From an optimization exercise on the open Yosys and OpenROAD flow, aimed at small area and a short achievable clock period; shortcuts taken in it are not production practice. In this exercise RTL edits were held to simulation tests only and were not proved equivalent to the original. Power and IR drop assume default switching activity.

<file path="design/flow/config.mk">
export PLATFORM = sky130hd
export DESIGN_NAME = rpn_cpu_core
export DESIGN_NICKNAME = rpn_cpu_core
export VERILOG_FILES = /design/flow/design.v
export SDC_FILE = /design/flow/constraint.sdc
export NUM_CORES = 4
export LEC_CHECK = 0
export CAP_MARGIN = 20
export CELL_PAD_IN_SITES_DETAIL_PLACEMENT = 1
export CORE_MARGIN = 2
export CORE_UTILIZATION = 35
export CTS_BUF_LIST = sky130_fd_sc_hd__clkbuf_8
export PLACE_DENSITY = 0.5
export SETUP_SLACK_MARGIN = 4.0
export SLEW_MARGIN = 20
</file>
<file path="design/flow/flow/rdgen.py">
#!/usr/bin/env python3
"""Emit the register-file read ports hand-mapped onto sky130_fd_sc_hd cells, for the layout
flow to substitute for their behavioural modules:
  rpn_rdport  q = d[8*s +: 8]
  rpn_rdsel   q = en ? d[8*s +: 8] : alt
  rpn_rdsel2  qa = en ? d[8*s +: 8] : alt_a;  qb = en ? d[8*s +: 8] : alt_b
Each is a one-hot decoder of s, then per bit an AND-OR of 32 terms: 16 a22oi cells, four
nand4 and a nor2/nand2 pair (the rdsel ports do their en/alt selection in the last gates)."""
P = "sky130_fd_sc_hd__"


def port(name, outs):
    L = []
    n = [0]

    def inst(cell, **pins):
        n[0] += 1
        conn = ", ".join(f".{k}({v})" for k, v in pins.items())
        L.append(f"    {P}{cell} u{n[0]} ({conn});")

    def wire(*names):
        L.append("    wire " + ", ".join(names) + ";")

    wire(*[f"sn{i}" for i in range(5)])
    for i in range(5):
        inst("inv_1", A=f"s[{i}]", Y=f"sn{i}")
    wire(*[f"nl{k}" for k in range(4)], *[f"nh{m}" for m in range(8)])
    for k in range(4):
        inst("nand2_1", A="s[0]" if k & 1 else "sn0", B="s[1]" if k & 2 else "sn1", Y=f"nl{k}")
    for m in range(8):
        inst("nand3_1", A="s[2]" if m & 1 else "sn2", B="s[3]" if m & 2 else "sn3",
             C="s[4]" if m & 4 else "sn4", Y=f"nh{m}")
    wire(*[f"e{i}" for i in range(32)])
    for i in range(32):
        inst("nor2_1", A=f"nl{i & 3}", B=f"nh{i >> 2}", Y=f"e{i}")
    if outs:
        wire("enn")
        inst("inv_1", A="en", Y="enn")
    for b in range(8):
        ys = []
        for g in range(16):
            y = f"y{b}_{g}"
            wire(y)
            ys.append(y)
            inst("a22oi_1", A1=f"e{2*g}", A2=f"d[{8*(2*g)+b}]", B1=f"e{2*g+1}",
                 B2=f"d[{8*(2*g+1)+b}]", Y=y)
        z = [f"z{b}_{j}" for j in range(4)]
        wire(*z)
        for j in range(4):
            inst("nand4_1", A=ys[4*j], B=ys[4*j+1], C=ys[4*j+2], D=ys[4*j+3], Y=z[j])
        m = [f"m{b}_{j}" for j in range(2)]
        wire(*m)
        inst("nor2_1", A=z[0], B=z[1], Y=m[0])
        inst("nor2_1", A=z[2], B=z[3], Y=m[1])
        if not outs:
            inst("nand2_1", A=m[0], B=m[1], Y=f"q[{b}]")
        else:
            # r = ~(m0 & m1); w = en & r; q = w | (~en & alt) = en ? r : alt
            w = f"w{b}"
            wire(w)
            inst("a21oi_1", A1=m[0], A2=m[1], B1="enn", Y=w)
            for q, alt in outs:
                inst("a21o_1", A1="enn", A2=f"{alt}[{b}]", B1=w, X=f"{q}[{b}]")
    hdr = [f"module {name} (", "    input  logic [255:0] d,", "    input  logic [4:0]   s,"]
    if outs:
        hdr.append("    input  logic         en,")
        for q, alt in outs:
            hdr.append(f"    input  logic [7:0]   {alt},")
    outl = [f"    output logic [7:0]   {q}" for q, _ in outs] if outs else ["    output logic [7:0]   q"]
    hdr += [o + ("," if i < len(outl) - 1 else "") for i, o in enumerate(outl)]
    hdr.append(");")
    return "\n".join(hdr + L + ["endmodule", ""])


print(port("rpn_rdport", []))
print(port("rpn_rdsel", [("q", "alt")]))
print(port("rpn_rdsel2", [("qa", "alt_a"), ("qb", "alt_b")]))
</file>
<file path="design/flow/flow/subst.py">
#!/usr/bin/env python3
"""Write the design with each read-port module (rpn_rdport, rpn_rdsel, rpn_rdsel2) replaced by
its hand-mapped cell netlist from the map file.
usage: subst.py design.v rdport_map.v out.v"""
import re
import sys

src = open(sys.argv[1]).read()
bodies = {m.group(1): m.group(0) for m in re.finditer(r"^module\s+(\w+)\b.*?^endmodule\b",
                                                      open(sys.argv[2]).read(), flags=re.S | re.M)}
for name, body in bodies.items():
    src, n = re.subn(r"module\s+" + name + r"\b.*?\bendmodule\b", lambda _: body, src, count=1,
                     flags=re.S)
    if n != 1:
        sys.exit(f"module {name} not found in {sys.argv[1]}")
    print(f"replaced {name} ({len(body.splitlines())} lines)")
open(sys.argv[3], "w").write(src)
</file>
<file path="design/flow/flow/run.sh">
#!/bin/bash
# Standard ORFS layout, except that:
# - each register-file read port (modules rpn_rdport, rpn_rdsel, rpn_rdsel2) is synthesised
#   from a hand-mapped cell netlist (printed by flow/rdgen.py: a one-hot AND-OR of a22oi
#   cells) instead of Yosys/ABC's mapping; all registers and the rest of the design go
#   through the standard synthesis unchanged;
# - the port buffers are buf_1 cells (resized later where timing needs it).
set -euo pipefail
python3 flow/rdgen.py > rdport_map.v 2> rdgen.log
python3 flow/subst.py design.v rdport_map.v design_mapped.v > subst.log 2>&1
bash standard.sh VERILOG_FILES="$PWD/design_mapped.v" \
    "BUFFER_PORTS_ARGS=-buffer_cell sky130_fd_sc_hd__buf_1" finish > standard.log 2>&1
</file>
<file path="design/flow/constraint.sdc">
create_clock -name core_clock -period 13.0 [get_ports {clk}]
set_input_delay 2.6000 -clock core_clock [delete_from_list [all_inputs] [get_ports {clk}]]
set_output_delay 2.6000 -clock core_clock [all_outputs]
set_load 0.01 [all_outputs]
</file>
<file path="design/flow/design.v">
module rpn_cpu_core #(
    parameter int DATA_W      = 8,
    parameter int NREG        = 32,
    parameter int ADDR_W      = 8,
    parameter int STACK_DEPTH = 4
) (
    input  logic                            clk,
    input  logic                            reset,
    input  logic                            step,
    input  logic [3:0]                      evt,
    input  logic [DATA_W-1:0]               din,
    input  logic [11+2*DATA_W+ADDR_W-1:0]   instr,
    output logic [ADDR_W-1:0]               ip,
    output logic [DATA_W-1:0]               dout,
    output logic [DATA_W-1:0]               gpo,
    output logic [DATA_W-1:0]               flags
);
    logic [7:0] regs_q [32];
    logic [255:0] rf_q;
    for (genvar i = 0; i < 32; i++) begin : g_unpack
        assign regs_q[i] = rf_q[8*i +: 8];
    end
    logic [7:0] stack_q [4];
    logic [7:0] ip_q;
    logic [2:0] sp_q;
    logic [3:0] grp;
    logic [2:0] cmd;
    logic [1:0] t1, t2;
    logic [7:0] a1, a2, addr;
    assign {grp, cmd, t1, a1, t2, a2, addr} = instr;
    logic [7:0] r1_dir, r2_dir, num1, num2, acc;
    logic [4:0] loc1, loc2;
    rpn_rdport u_r1d (.d(rf_q), .s(a1[4:0]), .q(r1_dir));
    rpn_rdport u_r2d (.d(rf_q), .s(a2[4:0]), .q(r2_dir));
    rpn_rdsel2 u_r1i (.d(rf_q), .s(r1_dir[4:0]), .en(t1 == 2'd2),
                      .alt_a((t1 == 2'd1) ? r1_dir : regs_q[0]),
                      .alt_b((t1 == 2'd1) ? r1_dir : a1), .qa(acc), .qb(num1));
    rpn_rdsel u_r2i (.d(rf_q), .s(r2_dir[4:0]), .en(t2 == 2'd2),
                     .alt((t2 == 2'd1) ? r2_dir : a2), .q(num2));
    assign loc1 = (t1 == 2'd1) ? a1[4:0] : (t1 == 2'd2) ? r1_dir[4:0] : 5'd0;
    assign loc2 = (t2 == 2'd1) ? a2[4:0] : (t2 == 2'd2) ? r2_dir[4:0] : 5'd0;
    logic [8:0]  usum;
    logic        sad_ovf, umul_ovf, smul_ok, ovf, mc8;
    logic [15:0] mx, my;
    logic [7:0]  mz, prod, mhx, mhy, zeq;
    assign usum    = {1'b0, acc} + {1'b0, num2};
    assign sad_ovf = (acc[7] == num2[7]) & (usum[7] != acc[7]);
    rpn_mul8 u_mul (.a(acc), .b(num2), .s(cmd[0]), .x(mx), .y(my));
    assign {mc8, mz} = {1'b0, mx[7:0]} + {1'b0, my[7:0]};
    assign prod      = mz ^ {cmd[0], 7'd0};
    assign mhx       = mx[15:8];
    assign mhy       = my[15:8];
    assign umul_ovf  = (|mhx) | (|mhy) | mc8;
    assign zeq[0]    = (mhx[0] ^ mhy[0]) == mc8;
    for (genvar i = 1; i < 8; i++) begin : g_zeq
        assign zeq[i] = (mhx[i] ^ mhy[i]) == (mhx[i-1] | mhy[i-1]);
    end
    assign smul_ok   = &zeq;
    assign ovf       = cmd[0] ? sad_ovf : usum[8];
    logic [7:0] alu, shf, wd;
    always_comb begin
        case (cmd)
            3'd0, 3'd1: alu = usum[7:0];
            3'd4:       alu = acc & num2;
            3'd5:       alu = acc | num2;
            default:    alu = acc ^ num2;
        endcase
        case (cmd)
            3'd1:    shf = {num1[6:0], 1'b0};
            3'd2:    shf = {1'b0, num1[7:1]};
            default: shf = num1;
        endcase
    end
    logic [8:0] diff;
    logic       eq, ult, slt, take;
    assign diff = {1'b0, num1} - {1'b0, num2};
    assign eq   = (num1 == num2);
    assign ult  = diff[8];
    assign slt  = ult ^ num1[7] ^ num2[7];
    always_comb begin
        case (cmd)
            3'd0:    take = 1'b1;
            3'd1:    take = eq;
            3'd2:    take = ult;
            3'd3:    take = slt;
            3'd4:    take = ult | eq;
            3'd5:    take = slt | eq;
            default: take = 1'b0;
        endcase
    end
    logic g1, g2, g3, g4, g5;
    assign g1 = step & (grp == 4'd1);
    assign g2 = step & (grp == 4'd2);
    assign g3 = step & (grp == 4'd3);
    assign g4 = step & (grp == 4'd4);
    assign g5 = step & (grp == 4'd5);
    logic       we;
    logic [4:0] wa;
    logic [7:0] wdr;
    assign we  = g1 | (g3 & (cmd != 3'd7));
    assign wa  = grp[1] ? loc1 : loc2;
    logic       mulsel;
    logic [7:0] wdo;
    assign mulsel = grp[1] & (cmd[2:1] == 2'b01);
    assign wd     = mulsel ? prod : grp[1] ? alu : shf;
    assign wdo    = reset ? 8'd0 : grp[1] ? alu : shf;
    assign wdr    = (mulsel & ~reset) ? prod : wdo;
    logic [31:0] wen;
    assign wen = {32{reset}} | ({31'd0, we} << wa);
    logic       push_ok, pop_ok, stkerr;
    logic [7:0] fl_d;
    logic [7:0] cmd_mask;
    assign push_ok  = (sp_q != 3'd4);
    assign pop_ok   = (sp_q != 3'd0);
    assign stkerr   = g5 & ((cmd == 3'd0 & ~push_ok) | (cmd == 3'd1 & ~pop_ok));
    assign cmd_mask = 8'd1 << cmd;
    always_comb begin
        fl_d = (we & (wa == 5'd31)) ? wd : regs_q[31];
        if (g4) fl_d = regs_q[31] & ~cmd_mask;
        if (g3 & ~cmd[2] & ~cmd[1]) fl_d[4] = ovf;
        if (g1 & (cmd == 3'd1)) fl_d[5] = num1[7];
        if (g1 & (cmd == 3'd2)) fl_d[5] = num1[0];
        if (stkerr) fl_d[6] = 1'b1;
        fl_d[3:0] = fl_d[3:0] | evt;
        if (reset) fl_d = 8'd0;
        if (g3 & ~cmd[2] & cmd[1] & ~reset) fl_d[4] = cmd[0] ? ~smul_ok : umul_ovf;
    end
    for (genvar i = 0; i < 31; i++) begin : g_reg
        if (i == 28) begin : g_din
            always_ff @(posedge clk) begin
                if (reset | evt[3]) rf_q[8*i +: 8] <= reset ? 8'd0 : din;
                else if (wen[i]) rf_q[8*i +: 8] <= wdr;
            end
        end else begin : g_gen
            always_ff @(posedge clk) if (wen[i]) rf_q[8*i +: 8] <= wdr;
        end
    end
    always_ff @(posedge clk) rf_q[255:248] <= fl_d;
    logic [7:0] ip_inc, ip_d;
    logic       jump;
    assign ip_inc = ip_q + 8'd1;
    always_comb begin
        ip_d = ip_inc;
        if (g2 & take) ip_d = addr;
        if (g4 & regs_q[31][cmd]) ip_d = addr;
        if (g5 & (cmd == 3'd0) & push_ok) ip_d = addr;
        if (g5 & (cmd == 3'd1) & pop_ok) ip_d = stack_q[2'(sp_q - 3'd1)];
    end
    always_ff @(posedge clk) begin
        if (reset) begin
            ip_q <= 8'd0;
            sp_q <= 3'd0;
        end else if (step) begin
            ip_q <= ip_d;
            if (g5 & (cmd == 3'd0) & push_ok) sp_q <= sp_q + 3'd1;
            if (g5 & (cmd == 3'd1) & pop_ok) sp_q <= sp_q - 3'd1;
        end
    end
    always_ff @(posedge clk) begin
        if (g5 & (cmd == 3'd0) & push_ok & ~reset) stack_q[sp_q[1:0]] <= ip_inc;
    end
    assign ip    = ip_q;
    assign dout  = rf_q[247:240];
    assign gpo   = rf_q[239:232];
    assign flags = rf_q[255:248];
endmodule
module rpn_rdport (
    input  logic [255:0] d,
    input  logic [4:0]   s,
    output logic [7:0]   q
);
    assign q = d[8*s +: 8];
endmodule
module rpn_rdsel (
    input  logic [255:0] d,
    input  logic [4:0]   s,
    input  logic         en,
    input  logic [7:0]   alt,
    output logic [7:0]   q
);
    assign q = en ? d[8*s +: 8] : alt;
endmodule
module rpn_rdsel2 (
    input  logic [255:0] d,
    input  logic [4:0]   s,
    input  logic         en,
    input  logic [7:0]   alt_a,
    input  logic [7:0]   alt_b,
    output logic [7:0]   qa,
    output logic [7:0]   qb
);
    assign qa = en ? d[8*s +: 8] : alt_a;
    assign qb = en ? d[8*s +: 8] : alt_b;
endmodule
module rpn_mul8 (
    input  logic [7:0]  a,
    input  logic [7:0]  b,
    input  logic        s,
    output logic [15:0] x,
    output logic [15:0] y
);
    wire p0_0 = a[0] & b[0];
    wire p0_1 = a[0] & b[1];
    wire p0_2 = a[0] & b[2];
    wire p0_3 = a[0] & b[3];
    wire p0_4 = a[0] & b[4];
    wire p0_5 = a[0] & b[5];
    wire p0_6 = a[0] & b[6];
    wire p0_7 = (a[0] & b[7]) ^ s;
    wire p1_0 = a[1] & b[0];
    wire p1_1 = a[1] & b[1];
    wire p1_2 = a[1] & b[2];
    wire p1_3 = a[1] & b[3];
    wire p1_4 = a[1] & b[4];
    wire p1_5 = a[1] & b[5];
    wire p1_6 = a[1] & b[6];
    wire p1_7 = (a[1] & b[7]) ^ s;
    wire p2_0 = a[2] & b[0];
    wire p2_1 = a[2] & b[1];
    wire p2_2 = a[2] & b[2];
    wire p2_3 = a[2] & b[3];
    wire p2_4 = a[2] & b[4];
    wire p2_5 = a[2] & b[5];
    wire p2_6 = a[2] & b[6];
    wire p2_7 = (a[2] & b[7]) ^ s;
    wire p3_0 = a[3] & b[0];
    wire p3_1 = a[3] & b[1];
    wire p3_2 = a[3] & b[2];
    wire p3_3 = a[3] & b[3];
    wire p3_4 = a[3] & b[4];
    wire p3_5 = a[3] & b[5];
    wire p3_6 = a[3] & b[6];
    wire p3_7 = (a[3] & b[7]) ^ s;
    wire p4_0 = a[4] & b[0];
    wire p4_1 = a[4] & b[1];
    wire p4_2 = a[4] & b[2];
    wire p4_3 = a[4] & b[3];
    wire p4_4 = a[4] & b[4];
    wire p4_5 = a[4] & b[5];
    wire p4_6 = a[4] & b[6];
    wire p4_7 = (a[4] & b[7]) ^ s;
    wire p5_0 = a[5] & b[0];
    wire p5_1 = a[5] & b[1];
    wire p5_2 = a[5] & b[2];
    wire p5_3 = a[5] & b[3];
    wire p5_4 = a[5] & b[4];
    wire p5_5 = a[5] & b[5];
    wire p5_6 = a[5] & b[6];
    wire p5_7 = (a[5] & b[7]) ^ s;
    wire p6_0 = a[6] & b[0];
    wire p6_1 = a[6] & b[1];
    wire p6_2 = a[6] & b[2];
    wire p6_3 = a[6] & b[3];
    wire p6_4 = a[6] & b[4];
    wire p6_5 = a[6] & b[5];
    wire p6_6 = a[6] & b[6];
    wire p6_7 = (a[6] & b[7]) ^ s;
    wire p7_0 = (a[7] & b[0]) ^ s;
    wire p7_1 = (a[7] & b[1]) ^ s;
    wire p7_2 = (a[7] & b[2]) ^ s;
    wire p7_3 = (a[7] & b[3]) ^ s;
    wire p7_4 = (a[7] & b[4]) ^ s;
    wire p7_5 = (a[7] & b[5]) ^ s;
    wire p7_6 = (a[7] & b[6]) ^ s;
    wire p7_7 = a[7] & b[7];
    wire hs0 = p0_6 ^ p1_5;
    wire hc0 = p0_6 & p1_5;
    wire fs0 = s ^ p1_6 ^ p2_5;
    wire fc0 = (s & p1_6) | (s & p2_5) | (p1_6 & p2_5);
    wire fs1 = p3_4 ^ p4_3 ^ p5_2;
    wire fc1 = (p3_4 & p4_3) | (p3_4 & p5_2) | (p4_3 & p5_2);
    wire fs2 = s ^ p2_6 ^ p3_5;
    wire fc2 = (s & p2_6) | (s & p3_5) | (p2_6 & p3_5);
    wire fs3 = p4_4 ^ p5_3 ^ p6_2;
    wire fc3 = (p4_4 & p5_3) | (p4_4 & p6_2) | (p5_3 & p6_2);
    wire fs4 = p3_6 ^ p4_5 ^ p5_4;
    wire fc4 = (p3_6 & p4_5) | (p3_6 & p5_4) | (p4_5 & p5_4);
    wire hs1 = p0_4 ^ p1_3;
    wire hc1 = p0_4 & p1_3;
    wire fs5 = p0_5 ^ p1_4 ^ p2_3;
    wire fc5 = (p0_5 & p1_4) | (p0_5 & p2_3) | (p1_4 & p2_3);
    wire hs2 = p3_2 ^ p4_1;
    wire hc2 = p3_2 & p4_1;
    wire fs6 = p2_4 ^ p3_3 ^ p4_2;
    wire fc6 = (p2_4 & p3_3) | (p2_4 & p4_2) | (p3_3 & p4_2);
    wire fs7 = p5_1 ^ p6_0 ^ hs0;
    wire fc7 = (p5_1 & p6_0) | (p5_1 & hs0) | (p6_0 & hs0);
    wire fs8 = p6_1 ^ p0_7 ^ p7_0;
    wire fc8 = (p6_1 & p0_7) | (p6_1 & p7_0) | (p0_7 & p7_0);
    wire fs9 = fs0 ^ fs1 ^ hc0;
    wire fc9 = (fs0 & fs1) | (fs0 & hc0) | (fs1 & hc0);
    wire fs10 = p1_7 ^ p7_1 ^ fs2;
    wire fc10 = (p1_7 & p7_1) | (p1_7 & fs2) | (p7_1 & fs2);
    wire fs11 = fs3 ^ fc0 ^ fc1;
    wire fc11 = (fs3 & fc0) | (fs3 & fc1) | (fc0 & fc1);
    wire fs12 = p6_3 ^ p2_7 ^ p7_2;
    wire fc12 = (p6_3 & p2_7) | (p6_3 & p7_2) | (p2_7 & p7_2);
    wire fs13 = fs4 ^ fc2 ^ fc3;
    wire fc13 = (fs4 & fc2) | (fs4 & fc3) | (fc2 & fc3);
    wire fs14 = p4_6 ^ p5_5 ^ p6_4;
    wire fc14 = (p4_6 & p5_5) | (p4_6 & p6_4) | (p5_5 & p6_4);
    wire fs15 = p3_7 ^ p7_3 ^ fc4;
    wire fc15 = (p3_7 & p7_3) | (p3_7 & fc4) | (p7_3 & fc4);
    wire fs16 = p5_6 ^ p6_5 ^ p4_7;
    wire fc16 = (p5_6 & p6_5) | (p5_6 & p4_7) | (p6_5 & p4_7);
    wire hs3 = p0_3 ^ p1_2;
    wire hc3 = p0_3 & p1_2;
    wire fs17 = p2_2 ^ p3_1 ^ p4_0;
    wire fc17 = (p2_2 & p3_1) | (p2_2 & p4_0) | (p3_1 & p4_0);
    wire fs18 = p5_0 ^ fs5 ^ hs2;
    wire fc18 = (p5_0 & fs5) | (p5_0 & hs2) | (fs5 & hs2);
    wire fs19 = fs6 ^ fs7 ^ fc5;
    wire fc19 = (fs6 & fs7) | (fs6 & fc5) | (fs7 & fc5);
    wire fs20 = fs8 ^ fs9 ^ fc6;
    wire fc20 = (fs8 & fs9) | (fs8 & fc6) | (fs9 & fc6);
    wire fs21 = fs10 ^ fs11 ^ fc8;
    wire fc21 = (fs10 & fs11) | (fs10 & fc8) | (fs11 & fc8);
    wire fs22 = fs12 ^ fs13 ^ fc10;
    wire fc22 = (fs12 & fs13) | (fs12 & fc10) | (fs13 & fc10);
    wire fs23 = fs14 ^ fs15 ^ fc12;
    wire fc23 = (fs14 & fs15) | (fs14 & fc12) | (fs15 & fc12);
    wire fs24 = p7_4 ^ fs16 ^ fc14;
    wire fc24 = (p7_4 & fs16) | (p7_4 & fc14) | (fs16 & fc14);
    wire fs25 = p6_6 ^ p5_7 ^ p7_5;
    wire fc25 = (p6_6 & p5_7) | (p6_6 & p7_5) | (p5_7 & p7_5);
    wire hs4 = p0_2 ^ p1_1;
    wire hc4 = p0_2 & p1_1;
    wire fs26 = p2_1 ^ p3_0 ^ hs3;
    wire fc26 = (p2_1 & p3_0) | (p2_1 & hs3) | (p3_0 & hs3);
    wire fs27 = hs1 ^ fs17 ^ hc3;
    wire fc27 = (hs1 & fs17) | (hs1 & hc3) | (fs17 & hc3);
    wire fs28 = hc1 ^ fs18 ^ fc17;
    wire fc28 = (hc1 & fs18) | (hc1 & fc17) | (fs18 & fc17);
    wire fs29 = hc2 ^ fs19 ^ fc18;
    wire fc29 = (hc2 & fs19) | (hc2 & fc18) | (fs19 & fc18);
    wire fs30 = fc7 ^ fs20 ^ fc19;
    wire fc30 = (fc7 & fs20) | (fc7 & fc19) | (fs20 & fc19);
    wire fs31 = fc9 ^ fs21 ^ fc20;
    wire fc31 = (fc9 & fs21) | (fc9 & fc20) | (fs21 & fc20);
    wire fs32 = fc11 ^ fs22 ^ fc21;
    wire fc32 = (fc11 & fs22) | (fc11 & fc21) | (fs22 & fc21);
    wire fs33 = fc13 ^ fs23 ^ fc22;
    wire fc33 = (fc13 & fs23) | (fc13 & fc22) | (fs23 & fc22);
    wire fs34 = fc15 ^ fs24 ^ fc23;
    wire fc34 = (fc15 & fs24) | (fc15 & fc23) | (fs24 & fc23);
    wire fs35 = fc16 ^ fs25 ^ fc24;
    wire fc35 = (fc16 & fs25) | (fc16 & fc24) | (fs25 & fc24);
    wire fs36 = p6_7 ^ p7_6 ^ fc25;
    wire fc36 = (p6_7 & p7_6) | (p6_7 & fc25) | (p7_6 & fc25);
    assign x = {s, p7_7, fs36, fs35, fs34, fs33, fs32, fs31, fs30, fs29, fs28, fs27, fs26, p2_0, p0_1, p0_0};
    assign y = {1'b0, fc36, fc35, fc34, fc33, fc32, fc31, fc30, fc29, fc28, fc27, fc26, hc4, hs4, p1_0, 1'b0};
endmodule
</file>
<file path="design/flow/standard.sh">
#!/bin/bash
# synth_recipe.tcl (not shown) runs the flow's synth.tcl, then flattens the netlist and writes it again
# the make line also repeats each setting of config.mk as NAME=value (left out here)
make -C /OpenROAD-flow-scripts/flow DESIGN_CONFIG=/design/flow/config.mk WORK_HOME=/design/flow/orfs CLKGATE_MAP_FILE= SYNTH_SCRIPT=/design/flow/synth_recipe.tcl "${@:-finish}"
</file>
==> run notes <==
-- state kept, by name (all words and copies together) (netlist names) --
signal and flops:
rf_q 256, stack_q 32, sp_q 3, ip_q 8
-- cell usage after synthesis (all sizes together) (10+ instances only) --
master  count  area share
a21o       27       0.010
a21oi      57       0.014
a22oi     514        0.19
clkbuf     29      0.0055
dfxtp      18       0.018
edfxtp    281        0.42
fa         39       0.039
ha         50       0.031
inv        95       0.018
mux2       11      0.0064
mux4       11       0.013
nand2     145       0.027
nand2b     10      0.0035
nand3      51       0.013
nand4     139       0.044
nor2      281       0.053
nor2b      13      0.0041
o21ai      45       0.012
o221ai     10      0.0044
xnor2      29       0.013
xor2       14      0.0061
-- where the power goes --
part / leakage, nW / switching [W] / total, W / internal (W)
Sequential: 2.96 / 0.000188 / 0.00140 / 0.00121
Combinational: 5.36 / 0.00107 / 0.00168 / 0.000615
Clock: 0.593 / 0.000424 / 0.000895 / 0.000471
-- cell type report --
cell class	instances	area [um^2]
timing repair buffer	312	2390
multi-input combinational	1562	12700
sequential	299	8800
fill	6274	30000
antenna	1	2.50
clock inverter	42	315
tap	756	946
clock buffer	54	743
inverter	95	458
-- metal layers --
layer | vias to the layer above | routed length (um) | track usage
met5 | - | 0 | 0
met4 | 0 | 6910 | 0.175
met3 | 419 | 10500 | 0.0607
met2 | 1523 | 48400 | 0.557
met1 | 10700 | 41700 | 0.460
li1 | 8693 | - | -
-- metrics by stage --
stage	std cells	instance area, um^2	utilization	total power (W)
after floorplan	1992	19900	-	0.00214
after global placement	2829	21300	0.379	0.00267
after detailed placement	2831	21400	0.379	0.00268
after CTS	3045	25200	0.448	0.00380
after global routing	3121	26300	0.467	0.00414
final	3121	26300	0.467	0.00397
-- critical path: cells and delay by family --
family / cells / cell delay [ns]
AOI/OAI and AO/OA: 5 / 0.84
adders and majority gates: 6 / 2.67
and+or+nand+nor: 12 / 2.25
xor gates and xnor gates: 1 / 0.15
buffers and inverters: 7 / 1.03
-- how the worst max path moves through the flow --
stage | endpoint | depth (start not counted)
finish | rf_q[252]$_DFFE_PP_ | 31
global route | rf_q[252]$_DFFE_PP_ | 34
CTS | rf_q[231]$_DFFE_PP_ | 32
detailed placement | rf_q[71]$_DFFE_PP_ | 28
global placement | rf_q[79]$_DFFE_PP_ | 28
floorplan | rf_q[103]$_DFFE_PP_ | 27
-- cell families after synthesis --
family	after synthesis
fa+ha+maj	89
flops	299
mux	24
xor+xnor	43
simple gates	679
buf+inv	131
compound gates	727
-- timing repair --
item,CTS,global route
gates resized for setup,477,104
setup buffers,118,75
pin swaps,98,112
endpoints found under the setup margin,164,128
-- layout by cell type (no fill, tap or decap), drive strengths merged, types with 10 or more instances in the layout --
| master | instances |
|---|---|
| dfxtp | 18 |
| ha | 50 |
| nand3 | 51 |
| nor2b | 13 |
| nand4 | 139 |
| edfxtp | 281 |
| o221ai | 10 |
| nor2 | 281 |
| a22oi | 514 |
| mux2 | 11 |
| mux4 | 11 |
| clkinv | 21 |
| clkbuf | 58 |
| clkinvlp | 13 |
| xor2 | 14 |
| buf | 308 |
| inv | 99 |
| nand2b | 10 |
| fa | 39 |
| nand2 | 145 |
| a21o | 27 |
| a21oi | 57 |
| o21ai | 45 |
| xnor2 | 29 |
==> impl_metrics.json <==
{
  "status": "finished clean",
  "min_to": "sp_q[1]$_SDFFE_PP0P_",
  "rsz0062_at_grt": "yes",
  "synth_async_sr_flop_share": 0,
  "coreArea_um2": 56400,
  "clock_latency_ns": 0.68,
  "fin_tns_setup_ns": 0,
  "postSynth.topFlopCell": "edfxtp_1",
  "synthesis.nets": 2131,
  "irDropWorstVdd_uv": 244,
  "synth_mux_area_frac": 0.0200,
  "grt_max_degree": 41,
  "worstHoldStart": "sp_q[1]$_SDFFE_PP0P_",
  "crit_type": "in2reg",
  "worstSetupStartpointType": "input port",
  "drcViolationCount": 0,
  "cts_sinks": 299,
  "finalSetupViolations": 0,
  "vias": 21400,
  "place_ws_ns": 1.70,
  "root_buffer": "clkbuf_8",
  "cpMostUsedCell": "fa_1",
  "startpoint": "instr[8]",
  "grt_pass1_wl_mm": 150,
  "port_buffers": 81,
  "grt_pass1_vias": 21000,
  "cts-buffers-inserted": 52,
  "cts_max_level": 2,
  "powerDensity_nw_per_um2": 151,
  "syn_to_final_growth_pct": 32.1,
  "min_period_ns": 9.22,
  "hold_violations": 0,
  "timing.rr.start": "rf_q[241]$_DFFE_PP_",
  "reg2reg_slack_ns": 5.95,
  "synth_area_per_cell_um2": 10.0,
  "fp.dieH_um": 243,
  "ant_nets": 0,
  "whs_ns": 0.636,
  "slew_headroom": 0.226,
  "vias_per_cell": 6.84,
  "cap_violations": 0,
  "synth-edff-count": 281,
  "drv_slew": 0,
  "ys_warn_count": 2,
  "synth_xor_area_frac": 0.0189,
  "required_ns": 13.37,
  "cpPeakStageDelay_ns": 0.57,
  "tritoncts": "done",
  "synth_cells": 1992,
  "hold_buffers": 0,
  "routedWlPerCell_um": 34.5,
  "drt_iter0_drc": 3396,
  "ys_ff_latch": 299,
  "ys_seq_area_frac": 0.441,
  "fmax_mhz": 108,
  "io-pin-count": 82,
  "cp_max_fo": 8,
  "cts_buffer_depth": 3,
  "final_nets": 2461,
  "syn_area_um2": 19900,
  "place_congestion": 1.05,
  "post-route-period-util": 0.709,
  "r2r_cells": 26,
  "grt-ovfl-total": 0,
  "dr.pass1.iters": 7,
  "drive_gt1_frac": 0.282,
  "place_hpwl_mm": 74.7,
  "finClkSkew_ns": 0.0696,
  "track_usage": 0.350,
  "synth_top_family_by_area": "compound AO/OA/AOI/OAI gates",
  "cp.arrival_ns": 9.59,
  "cp-end-kind": "flip-flop",
  "clkTransAtPathRegs_ns": 0.07,
  "dieArea_um2": 58900,
  "drt-total-wl_mm": 108,
  "hold_class": "reg2reg",
  "synth_cell_types": 76,
  "crit_slowest_cell": "fa_1",
  "setup_slack_ns": 3.78,
  "antenna_found_initial": 2,
  "hold_depth": 2,
  "p_leak_nw": 8.92,
  "r2r-end": "rf_q[252]$_DFFE_PP_",
  "synthSimpleGateAreaFrac": 0.159,
  "rows": 87,
  "yosys.area_share.adder": 0.0705,
  "worst_pin_slew_ns": 1.15,
  "initial_core_util": 0.354,
  "die_w_um": 243,
  "synth_compound_area_frac": 0.265
}

static timing again, ports no longer ideal:
How much do the figures lean on ideal ports? The routed layout below was timed once more, with nothing changed but the port constraints. Step 1 assumes that a clkbuf_16 drives the clock port and a buf_2 every other input. Step 2 also shifts input and output timing later by t, the mid clock arrival at the registers, as if the neighbouring blocks saw the same clock. Slacks: ideal / step 1 / step 2; pairs: ideal / step 1.
shift t [ns]: 0.710
setup WS [ns]: 3.780 / 3.781 / 3.071
pins driven straight from the clock port: 1
After both steps setup and hold are still met in this run. The setup slack of this run moves by +0.001 ns with the drivers and by -0.709 ns with both steps.
